From an optimization exercise on the open Yosys and OpenROAD flow, aimed at small area, a short achievable clock period and few clock cycles; shortcuts taken in it are not production practice. In this exercise RTL edits were held to simulation tests only and were not proved equivalent to the original.

==> job 2955: inputs <==
==> flow/design.v <==
package ccp_pkg;
   localparam int GEN_MAX_LEN_DEF = 17;
   localparam int COUNT_WIDTH_DEF = 32;
   localparam int LEN_HARD_CAP = 17;
   localparam int CSR_DATA_W  = 32;
   localparam int CSR_INDEX_W = 2;
   localparam int POLY_W      = 17;
   localparam int GLEN_W      = 5;
   localparam int MSG_W       = 32;
   localparam int QUEUE_DEPTH_DEF = 2;
   localparam int PAD_W    = 4;
   localparam int CW_LEN_W = 6;
   typedef enum logic [CSR_INDEX_W-1:0] {
      CSR_DATAWORD_IS_BYTE = 2'd0,
      CSR_GEN_POLY         = 2'd1,
      CSR_GEN_LENGTH       = 2'd2,
      CSR_MESSAGE_BYTES    = 2'd3
   } csr_index_type;
   typedef struct packed {
      logic              dataword_is_byte;
      logic [POLY_W-1:0] gen_poly;
      logic [GLEN_W-1:0] gen_length;
      logic [MSG_W-1:0]  message_bytes;
   } cfg_type;
   typedef struct packed {
      logic                hdr;
      logic [PAD_W-1:0]    pad;
      logic                eom;
      logic [CW_LEN_W-1:0] cw_len;
   } job_ctl_type;
endpackage
module crc_codeword_packer_unit (
   input  logic        clock,
   input  logic        reset,
   input  logic        req_valid,
   output logic        req_ready,
   input  logic [7:0]  req_data_byte,
   output logic        rsp_valid,
   input  logic        rsp_ready,
   output logic [7:0]  rsp_out_byte,
   output logic        rsp_is_header,
   output logic        rsp_last_of_run,
   input  logic        csr_write_en,
   input  logic [1:0]  csr_index,
   input  logic [31:0] csr_wdata
);
   logic rst_ff;
   always_ff @(posedge clock) rst_ff <= reset;
   logic        isb;
   logic [15:0] poly;
   logic [4:0]  glen;
   logic [31:0] mreg;
   always_ff @(posedge clock) begin
      if (csr_write_en && csr_index == 2'd0)      isb <= csr_wdata[0];
      else if (rst_ff)                             isb <= 1'b1;
      if (csr_write_en && csr_index == 2'd1)      poly <= csr_wdata[15:0];
      else if (rst_ff)                             poly <= 16'd13;
      if (csr_write_en && csr_index == 2'd2)      glen <= csr_wdata[4:0];
      else if (rst_ff)                             glen <= 5'd4;
      if (csr_write_en && csr_index == 2'd3)      mreg <= csr_wdata;
      else if (rst_ff)                             mreg <= 32'd1;
   end
   logic [4:0]  r_c;
   logic [15:0] pal_c;
   always_comb begin
      if (glen == 5'd0)       r_c = 5'd0;
      else if (glen > 5'd17)  r_c = 5'd16;
      else                    r_c = glen - 5'd1;
      pal_c = (r_c == 5'd0) ? 16'd0 : (poly << (5'd16 - r_c));
   end
   logic [7:0] cc;
   logic [7:0] qa;    
   logic [7:0] qn;
   always_comb begin
      cc = {pal_c[9], pal_c[10], pal_c[11], pal_c[12], pal_c[13], pal_c[14], pal_c[15], 1'b1};
      qa[0] = 1'b1;
      qa[1] = cc[1];
      qa[2] = cc[2] ^ cc[1];
      qa[3] = cc[3] ^ (cc[1] & cc[1]);
      qa[4] = cc[4] ^ (cc[2] & cc[1]) ^ cc[2];
      qa[5] = cc[5] ^ (cc[3] & cc[1]) ^ (cc[1] & cc[2]);
      qa[6] = cc[6] ^ (cc[4] & cc[1]) ^ (cc[2] & cc[2]) ^ cc[3];
      qa[7] = cc[7] ^ (cc[5] & cc[1]) ^ (cc[3] & cc[2]) ^ (cc[1] & cc[3]);
      qn[0] = qa[0];
      qn[1] = qa[1];
      qn[2] = qa[2];
      qn[3] = qa[3];
      qn[4] = qa[4] ^ cc[1];
      qn[5] = qa[5] ^ (qa[1] & cc[1]);
      qn[6] = qa[6] ^ (qa[2] & cc[1]);
      qn[7] = qa[7] ^ (qa[3] & cc[1]);
   end
   logic [15:0] pal;
   logic [4:0]  r;
   logic [7:1]  qc;
   always_ff @(posedge clock) begin
      pal <= pal_c;
      r   <= r_c;
      qc  <= qn[7:1];
   end
   logic       rdy_ff;
   logic       acc_ff;
   logic       hv, tv;
   logic [7:0] hb, tb;
   logic       hhd;           
   logic       hph;           
   logic       hst, tst;      
   logic [31:0] n1;
   logic        cclr;          
   logic        mopen;
   assign req_ready = rdy_ff;
   logic [31:0] n1_p1;
   logic        ge_raw;
   logic        eom_new;
   logic [31:0] tg [6];
   logic [31:0] te [6];
   always_comb begin
      for (int i = 0; i < 32; i++) begin
         tg[0][i] = n1[i] & ~mreg[i];
         te[0][i] = ~(n1[i] ^ mreg[i]);
      end
      for (int l = 1; l < 6; l++) begin
         tg[l] = '0;
         te[l] = '0;
         for (int i = 0; i < (32 >> l); i++) begin
            tg[l][i] = tg[l-1][2*i+1] | (te[l-1][2*i+1] & tg[l-1][2*i]);
            te[l][i] = te[l-1][2*i+1] & te[l-1][2*i];
         end
      end
      ge_raw  = tg[5][0] | te[5][0];
      eom_new = cclr ? (mreg[31:1] == 31'd0) : ge_raw;
      n1_p1   = n1 + 32'd1;
   end
   wire h_fresh = acc_ff & ~tv;
   wire t_fresh = acc_ff & tv;
   wire h_st    = h_fresh ? ~mopen  : hst;
   wire t_st    = t_fresh ? ~mopen  : tst;
   wire h_nhdr  = h_st & ~hhd;
   logic [7:0]  hb_src;
   logic [7:0]  fb_src;
   logic [7:0]  hfb;
   logic [15:0] rem_hi;
   logic [15:0] rem_fin;
   always_comb begin
      for (int i = 0; i < 8; i++) begin
         fb_src[i] = hb_src[7-i];
         for (int j = 0; j < i; j++) begin
            if (i < 4 || j >= 4) fb_src[i] = fb_src[i] ^ (qc[i-j] & hb_src[7-j]);
            else                 fb_src[i] = fb_src[i] ^ (qc[i-j] & hb_src[7-j] & isb);
         end
      end
      rem_hi = 16'd0;
      for (int j = 0; j < 4; j++) rem_hi = rem_hi ^ ({16{hfb[j]}} & (pal << (3 - j)));
      rem_fin = {16{isb}} & (rem_hi << 4);
      for (int j = 4; j < 8; j++) rem_fin = rem_fin ^ ({16{hfb[j]}} & (pal << (7 - j)));
   end
   logic        nib_small;
   logic        p_final;
   logic [23:0] piece;
   logic [4:0]  plen;
   logic [6:0]  mx, my;
   logic [23:0] merged;
   always_comb begin
      nib_small = ~isb & (r < 5'd4);
      p_final   = isb | nib_small | hph;
      mx = {hb[7:4], rem_hi[15:13]};
      my = {hb[3:0], rem_fin[15:13]};
      merged = {mx, 17'd0} | ({my, 17'd0} >> (5'd4 + {3'd0, r[1:0]}));
      if (isb)            piece = {hb, rem_fin};
      else if (nib_small) piece = merged;
      else if (!hph)      piece = {hb[7:4], rem_hi, 4'd0};
      else                piece = {hb[3:0], rem_fin, 4'd0};
      if (isb)            plen = 5'd8 + r;
      else if (nib_small) plen = 5'd8 + {r[3:0], 1'b0};
      else                plen = 5'd4 + r;
   end
   logic [2:0] m3;
   logic [2:0] b8;
   logic [5:0] prod;
   logic [3:0] pad;
   always_comb begin
      m3   = (mreg == 32'd0) ? 3'd1 : mreg[2:0];
      b8   = isb ? r[2:0] : {r[1:0], 1'b0};
      prod = {3'd0, m3} * {3'd0, b8};
      pad  = 4'd8 - {1'b0, prod[2:0]};
   end
   logic [30:0] work;
   logic [4:0]  c;
   logic        vld, hdr, lst, fin;
   assign rsp_valid       = vld;
   assign rsp_out_byte    = work[30:23];
   assign rsp_is_header   = hdr;
   assign rsp_last_of_run = lst;
   logic [4:0]  cn  [2];
   logic        hdn [2];
   logic        fnn [2];
   logic        ldh [2];
   logic        ldp [2];
   logic        upd [2];    
   logic [30:0] ps;
   assign ps = {piece, 7'd0} >> c[2:0];
   for (genvar f = 0; f < 2; f++) begin : g_f
      logic [4:0]  c1;
      logic        room;
      always_comb begin
         c1   = f ? (c - 5'd8) : c;
         room = f ? (c < 5'd16) : (c < 5'd8);
         ldh[f] = hv & room & h_nhdr;
         ldp[f] = hv & room & ~h_nhdr;
         upd[f] = ~hv | (ldp[f] & p_final);
         cn[f]  = c1;
         hdn[f] = f ? 1'b0 : hdr;
         fnn[f] = fin;
         if (ldh[f]) begin
            cn[f]  = 5'd8 + {1'b0, pad};
            hdn[f] = 1'b1;
            fnn[f] = 1'b0;
         end else if (ldp[f]) begin
            cn[f]  = c1 + plen;
            hdn[f] = 1'b0;
            fnn[f] = p_final;
         end
      end
   end
   wire idle_start = ~hv & (c == 5'd0) & ~mopen;
   logic [30:0] wk [2];
   logic        vl [2];
   logic        ls [2];
   always_comb begin
      wk[1] = ldh[1] ? {4'd0, pad, 23'd0} : ({work[22:0], 8'd0} | (ldp[1] ? ps : 31'd0));
      wk[0] = ldh[0] ? {4'd0, pad, 23'd0} : idle_start ? 31'd0 : (work | (ldp[0] ? ps : 31'd0));
      for (int f = 0; f < 2; f++) begin
         vl[f] = cn[f] >= 5'd8;
         ls[f] = fnn[f] & (cn[f] >= 5'd8) & (cn[f] < 5'd16);
      end
   end
   logic [30:0] work_n;
   logic [4:0]  c_n;
   logic        hdr_n_w, fin_n_w, vld_n, lst_n, u, ld_hdr, ld_pc, accept, byp;
   logic        tv_n, hv_n, rdy_n;
   ccp_late u_late (
      .rsp_ready (rsp_ready),
      .req_valid (req_valid),
      .vld       (vld),
      .rdy       (rdy_ff),
      .idle      (idle_start),
      .tv        (tv),
      .pad       (pad),
      .wk1 (wk[1]),  .wk0 (wk[0]),
      .cn1 (cn[1]),  .cn0 (cn[0]),
      .hd1 (hdn[1]), .hd0 (hdn[0]),
      .fn1 (fnn[1]), .fn0 (fnn[0]),
      .vl1 (vl[1]),  .vl0 (vl[0]),
      .ls1 (ls[1]),  .ls0 (ls[0]),
      .up1 (upd[1]), .up0 (upd[0]),
      .lh1 (ldh[1]), .lh0 (ldh[0]),
      .lp1 (ldp[1]), .lp0 (ldp[0]),
      .work_n (work_n),
      .c_n    (c_n),
      .hdr_n  (hdr_n_w),
      .fin_n  (fin_n_w),
      .vld_n  (vld_n),
      .lst_n  (lst_n),
      .u      (u),
      .ld_hdr (ld_hdr),
      .ld_pc  (ld_pc),
      .accept (accept),
      .byp    (byp),
      .tv_n   (tv_n),
      .hv_n   (hv_n)
   );
   always_ff @(posedge clock) begin
      work <= work_n;
      if (rst_ff) begin
         c   <= 5'd0;
         hdr <= 1'b0;
         fin <= 1'b0;
         lst <= 1'b0;
      end else begin
         c   <= c_n;
         hdr <= hdr_n_w;
         fin <= fin_n_w;
         lst <= lst_n;
      end
      if (reset || rst_ff) vld <= 1'b0;
      else                 vld <= vld_n;
   end
   assign hb_src = tv ? tb : req_data_byte;
   always_ff @(posedge clock) begin
      if (reset || rst_ff || (csr_write_en && (csr_index == 2'd1 || csr_index == 2'd2)))
         rdy_ff <= 1'b0;
      else
         rdy_ff <= ~tv_n;
   end
   always_ff @(posedge clock) begin
      if (rst_ff) begin
         acc_ff <= 1'b0;
         hv     <= 1'b0;
         tv     <= 1'b0;
         cclr   <= 1'b1;
         mopen  <= 1'b0;
      end else begin
         acc_ff <= accept;
         if (acc_ff) begin
            n1    <= cclr ? 32'd2 : n1_p1;
            cclr  <= eom_new;
            mopen <= ~eom_new;
         end
         tv <= tv_n;
         hv <= hv_n;
      end
      if (u) begin
         hfb <= fb_src;
         if (tv) begin
            hb   <= tb;
            hst  <= t_st;
            hhd  <= 1'b0;
         end else begin
            hb   <= req_data_byte;
            hhd  <= byp;
         end
         hph <= 1'b0;
      end else begin
         hst  <= h_st;
         if (ld_hdr) hhd <= 1'b1;
         if (ld_pc)  hph <= 1'b1;
      end
      if (tv) begin
         tst  <= t_st;
      end else begin
         tb   <= req_data_byte;
      end
   end
endmodule
module ccp_late (
   input  logic        rsp_ready,
   input  logic        req_valid,
   input  logic        vld,
   input  logic        rdy,
   input  logic        idle,
   input  logic        tv,
   input  logic [3:0]  pad,
   input  logic [30:0] wk1, wk0,
   input  logic [4:0]  cn1, cn0,
   input  logic        hd1, hd0,
   input  logic        fn1, fn0,
   input  logic        vl1, vl0,
   input  logic        ls1, ls0,
   input  logic        up1, up0,
   input  logic        lh1, lh0,
   input  logic        lp1, lp0,
   output logic [30:0] work_n,
   output logic [4:0]  c_n,
   output logic        hdr_n,
   output logic        fin_n,
   output logic        vld_n,
   output logic        lst_n,
   output logic        u,
   output logic        ld_hdr,
   output logic        ld_pc,
   output logic        accept,
   output logic        byp,
   output logic        tv_n,
   output logic        hv_n
);
   wire fire = vld & rsp_ready;
   assign accept = req_valid & rdy;
   assign byp    = accept & idle;
   always_comb begin
      work_n = fire ? wk1 : wk0;
      work_n[26:23] = (fire ? wk1[26:23] : wk0[26:23]) | ({4{byp}} & pad);
      c_n    = (fire ? cn1 : cn0) | ({5{byp}} & (5'd8 + {1'b0, pad}));
      hdr_n  = (fire ? hd1 : hd0) | byp;
      fin_n  = (fire ? fn1 : fn0) & ~byp;
      vld_n  = (fire ? vl1 : vl0) | byp;
      lst_n  = (fire ? ls1 : ls0) & ~byp;
      u      = fire ? up1 : up0;
      ld_hdr = fire ? lh1 : lh0;
      ld_pc  = fire ? lp1 : lp0;
      tv_n   = ~u & (tv | accept);
      hv_n   = ~u | tv | accept;
   end
endmodule
==> flow/flow/run.sh <==
#!/bin/bash
# Standard layout, with the timing repair steps aiming for setup slack well
# above zero at the design's clock period, plain buffers on the ports, and
# clock tree synthesis without dummy loads.
set -euo pipefail
bash standard.sh SETUP_SLACK_MARGIN=11.85 \
  "BUFFER_PORTS_ARGS=-buffer_cell sky130_fd_sc_hd__buf_4" \
  "CTS_ARGS=-sink_clustering_enable -repair_clock_nets -sink_clustering_size 30 -buf_list sky130_fd_sc_hd__clkbuf_8 -dont_use_dummy_load" \
  finish > standard_make.log 2>&1
==> flow/standard.sh <==
#!/bin/bash
# synth_recipe.tcl (not shown) runs the flow's synth.tcl, then flattens the netlist and writes it again
# the make line also repeats each setting of config.mk as NAME=value (left out here)
make -C /OpenROAD-flow-scripts/flow DESIGN_CONFIG=/design/flow/config.mk WORK_HOME=/design/flow/orfs CLKGATE_MAP_FILE= SYNTH_SCRIPT=/design/flow/synth_recipe.tcl "${@:-finish}"
==> flow/config.mk <==
export PLATFORM = sky130hd
export DESIGN_NAME = crc_codeword_packer_unit
export DESIGN_NICKNAME = crc_codeword_packer_unit
export VERILOG_FILES = /design/flow/design.v
export SDC_FILE = /design/flow/constraint.sdc
export NUM_CORES = 4
export LEC_CHECK = 0
export ABC_CLOCK_PERIOD_IN_PS = 3000
export CAP_MARGIN = 20
export CORE_MARGIN = 2
export CORE_UTILIZATION = 70
export CTS_BUF_LIST = sky130_fd_sc_hd__clkbuf_8
export CTS_CLUSTER_SIZE = 30
export SLEW_MARGIN = 20
==> flow/constraint.sdc <==
create_clock -name core_clock -period 16.0 [get_ports {clock}]
set_input_delay 3.2000 -clock core_clock [delete_from_list [all_inputs] [get_ports {clock}]]
set_output_delay 3.2000 -clock core_clock [all_outputs]
set_load 0.01 [all_outputs]
==> job 3425 (differences from job 2955) <==
==> flow/flow/run.sh (replaced) <==
#!/bin/bash
# Standard layout, with the timing repair steps aiming for setup slack well
# above zero at the design's clock period, plain buffers on the ports, and
# clock tree synthesis without dummy loads.
set -euo pipefail
bash standard.sh SETUP_SLACK_MARGIN=11.8 \
  "BUFFER_PORTS_ARGS=-buffer_cell sky130_fd_sc_hd__buf_4" \
  "CTS_ARGS=-sink_clustering_enable -repair_clock_nets -sink_clustering_size 30 -buf_list sky130_fd_sc_hd__clkbuf_8 -dont_use_dummy_load" \
  finish > standard_make.log 2>&1
- CORE_UTILIZATION: 70 -> 75
- PLACE_DENSITY: default -> 0.8
==> results.py <==
metrics = {
    "run_status": {
        "status": "timing/DRC/antenna clean",
    },
    "floorplan": {
        "die-height_um": 135,
        "dieArea_um2": 18100,
    },
    "routing": {
        "drtIter0Drc": 1114,
    },
    "worst_hold_path": {
        "hp-start": "work[4]",
        "hold_end": "work[4]",
    },
    "timing": {
        "timing.final.crit_period_ns": 4.18,
    },
}
The numbers above come from job 3425.

==> results.py <==
metrics = {
    "floorplan": {
        "dieArea_um2": 19400,
        "die-height_um": 139,
    },
    "run_status": {
        "status": "timing/DRC/antenna clean",
    },
    "routing": {
        "drtIter0Drc": 992,
    },
    "worst_hold_path": {
        "hold_end": "work[1]",
    },
}
The numbers above come from job 2955.

Testbench counts of job 2955, summed over its fixed seeds: cycles 14,147.
Testbench counts of job 3425, summed over its fixed seeds: cycles 14,147.

==> afterwards: timing with drivers on the ports <==
The flow's constraints put no driver on any port. The routed layouts listed below were extracted and timed again, unchanged, in two steps. Step 1 (the two cells are an assumption about what drives the block):
set clk [get_ports {clock}]
set_driving_cell -lib_cell sky130_fd_sc_hd__clkbuf_16 $clk
set_driving_cell -lib_cell sky130_fd_sc_hd__buf_2 [delete_from_list [all_inputs] $clk]
Step 2, shift: input delay + t, output delay - t, t = (earliest + latest rising clock arrival at the registers) / 2. This alone moves slack from input paths to output paths. Three values: ideal ports, drivers, drivers and shift; two values: the first two.
run | t, ns | slack for setup (ns) | worst setup path after step 2 | worst register clock-pin slew, ns
job 2955 | 0.485 | 11.872 / 11.832 / 11.412 | input to register | 0.11 / 0.11
job 3425 | 0.512 | 11.824 / 11.779 / 11.349 | input to register | 0.11 / 0.11
After both steps every run listed still meets setup and hold. For job 3425, which loses most, drivers alone change the setup slack by -0.045 ns; drivers and shift together by -0.475 ns.
